Context: an optimization exercise on an open-source flow, tuned for small area, a short achievable clock period and few clock cycles per item. The choices shown serve that exercise and are no tape-out recipe. In this exercise RTL edits were held to simulation tests only and were not proved equivalent to the original. Power figures rest on the tool's default switching activity, not on a simulated workload.

Setup of lane 1:
// fpmul_wb
module fpmul_wb
(
  input  wire        clk,
  input  wire        rst_n,
  input  wire        wb_cyc_i,
  input  wire        wb_stb_i,
  input  wire        wb_we_i,
  input  wire [2:0]  wb_adr_i,
  input  wire [31:0] wb_dat_i,
  output wire        wb_ack_o,
  output wire [31:0] wb_dat_o
);
  reg  [31:0] x_q, y_q;
  reg  [2:0]  mode_q;
  reg         ack_q;
  reg  [2:0]  adr_q;   
  reg         wr_q;    
  reg         hi_q;    
  reg  [5:0]  neg, one, two;     
  reg  [5:0]  negn, onen, twon;  
  reg  [23:0] l_q;     
  reg         lstk_q;  
  reg  [24:0] s_q;     
  reg         u0_q, u1_q;  
  reg  [7:0]  ez0_q;       
  reg         infx_q, zerx_q, nan_q, ovrf0_q, ovrf1_q, udrf0_q, udrf1_q;
  wire acc = wb_cyc_i & wb_stb_i & ~ack_q;
  wire        wr   = acc & wb_we_i;
  wire        wy   = wr & (wb_adr_i == 3'd1);
  function automatic [17:0] benc(input [12:0] bb);  
    integer g;
    reg b2, b1, b0;
    begin
      for (g = 0; g < 6; g = g + 1) begin
        b2 = bb[2*g+2];
        b1 = bb[2*g+1];
        b0 = bb[2*g];
        benc[12+g] = b2 & ~(b1 & b0);
        benc[6+g]  = b1 ^ b0;
        benc[g]    = (b2 & ~b1 & ~b0) | (~b2 & b1 & b0);
      end
    end
  endfunction
  wire [17:0] enc_wd = benc({wb_dat_i[11:0], 1'b0});  
  wire [17:0] enc_wq = benc({y_q[11:0], 1'b0});       
  wire [17:0] enc_hq = benc({1'b1, y_q[22:11]});      
  wire [17:0] enc_d  = wy ? enc_wd : wr ? enc_wq : enc_hq;
  wire [5:0]  neg_d = enc_d[17:12];
  wire [5:0]  one_d = enc_d[11:6];
  ...
For scale: roughly 2200 cells after synthesis, about 180 flip-flops, roughly 73 I/O pins, about 17000 sq um of cells after synthesis.
export LEC_CHECK = 0
export ABC_AREA = 1
export CAP_MARGIN = 20
export CELL_PAD_IN_SITES_DETAIL_PLACEMENT = 0
export CELL_PAD_IN_SITES_GLOBAL_PLACEMENT = 0
export CORE_MARGIN = 2
export CORE_UTILIZATION = 40
export PLACE_DENSITY = 0.6
export SLEW_MARGIN = 20
create_clock -name core_clock -period 13.0 [get_ports {clk}]
standard.sh (not shown) runs the stock make flow with config.mk's settings and CLKGATE_MAP_FILE= SYNTH_SCRIPT=/design/flow/synth_recipe.tcl, a recipe that flattens the netlist after the stock synthesis.
==> flow/flow/run.sh <==
#!/bin/bash
# The standard ORFS layout (the standard.sh, standard synthesis) with two changes:
# setup repair aims for SETUP_SLACK_MARGIN ns of slack at the design's clock period, so
# the resizer sizes and buffers the critical paths, and the port buffers are buf_2 cells.
set -uo pipefail
export SETUP_SLACK_MARGIN=7.5
export BUFFER_PORTS_ARGS="-buffer_cell sky130_fd_sc_hd__buf_2"
bash standard.sh synth > synth.log 2>&1 || { tail -20 synth.log; exit 1; }
bash standard.sh finish > layout.log 2>&1 || { tail -20 layout.log; exit 1; }
Per the final summary, lane 1 finished and its layout is clean on timing, DRC and antenna.
Testbench counts of lane 1, summed over its fixed seeds: cycles 94,540, items 12,000.
diff inputs: lane 1 => lane 2
# lane 1
export LEC_CHECK = 0
export ABC_AREA = 1
export CAP_MARGIN = 20
export CELL_PAD_IN_SITES_DETAIL_PLACEMENT = 0
export CELL_PAD_IN_SITES_GLOBAL_PLACEMENT = 0
export CORE_MARGIN = 2
export CORE_UTILIZATION = 40
export PLACE_DENSITY = 0.6
export SLEW_MARGIN = 20
create_clock -name core_clock -period 13.0 [get_ports {clk}]
# lane 2
export LEC_CHECK = 0
export ABC_AREA = 1
export CAP_MARGIN = 20
export CELL_PAD_IN_SITES_DETAIL_PLACEMENT = 0
export CELL_PAD_IN_SITES_GLOBAL_PLACEMENT = 0
export CORE_MARGIN = 2
export CORE_UTILIZATION = 45
export PLACE_DENSITY = 0.65
export SLEW_MARGIN = 20
create_clock -name core_clock -period 13.0 [get_ports {clk}]
==> flow/flow/run.sh <==
#!/bin/bash
# The standard ORFS layout (the standard.sh, standard synthesis) with two changes:
# setup repair aims for SETUP_SLACK_MARGIN ns of slack at the design's clock period, so
# the resizer sizes and buffers the critical paths, and the port buffers are buf_2 cells.
set -uo pipefail
export SETUP_SLACK_MARGIN=7.0
export BUFFER_PORTS_ARGS="-buffer_cell sky130_fd_sc_hd__buf_2"
bash standard.sh synth > synth.log 2>&1 || { tail -20 synth.log; exit 1; }
bash standard.sh finish > layout.log 2>&1 || { tail -20 layout.log; exit 1; }
==> comparison <==
- Diff lane 1 -> lane 2: die area fell by about 11%; total detailed-routing wirelength fell by about 6%; total power fell by about 0.3%; summed area of non-filler cells in the final layout fell by 490 sq um.

[what the ideal ports hide]
No port has a modelled driver above. Below, the same layouts with a new extraction and two added sets of constraints.
Step 1: set_driving_cell puts a clkbuf_16 on clk and a buf_2 on each other input, an assumption about the parent block.
Step 2 adds t to the input delays and takes it off the output delays; t is the mean of the earliest and latest rising clock arrival at the registers after step 1. Input paths then give back, and output paths get back, about the clock's delay inside the block.
Three values: ideal, step 1, step 2; two values: the first two.
run	shift t [ns]	setup slack, ns	worst setup path after step 2
lane 1	0.517	7.640 / 7.584 / 7.697	register to register
lane 2	0.517	7.313 / 7.260 / 7.284	input to register
After both steps setup and hold are still met in every run listed. For lane 2, which loses most, drivers alone change the setup slack by -0.053 ns; drivers and shift together by -0.029 ns.
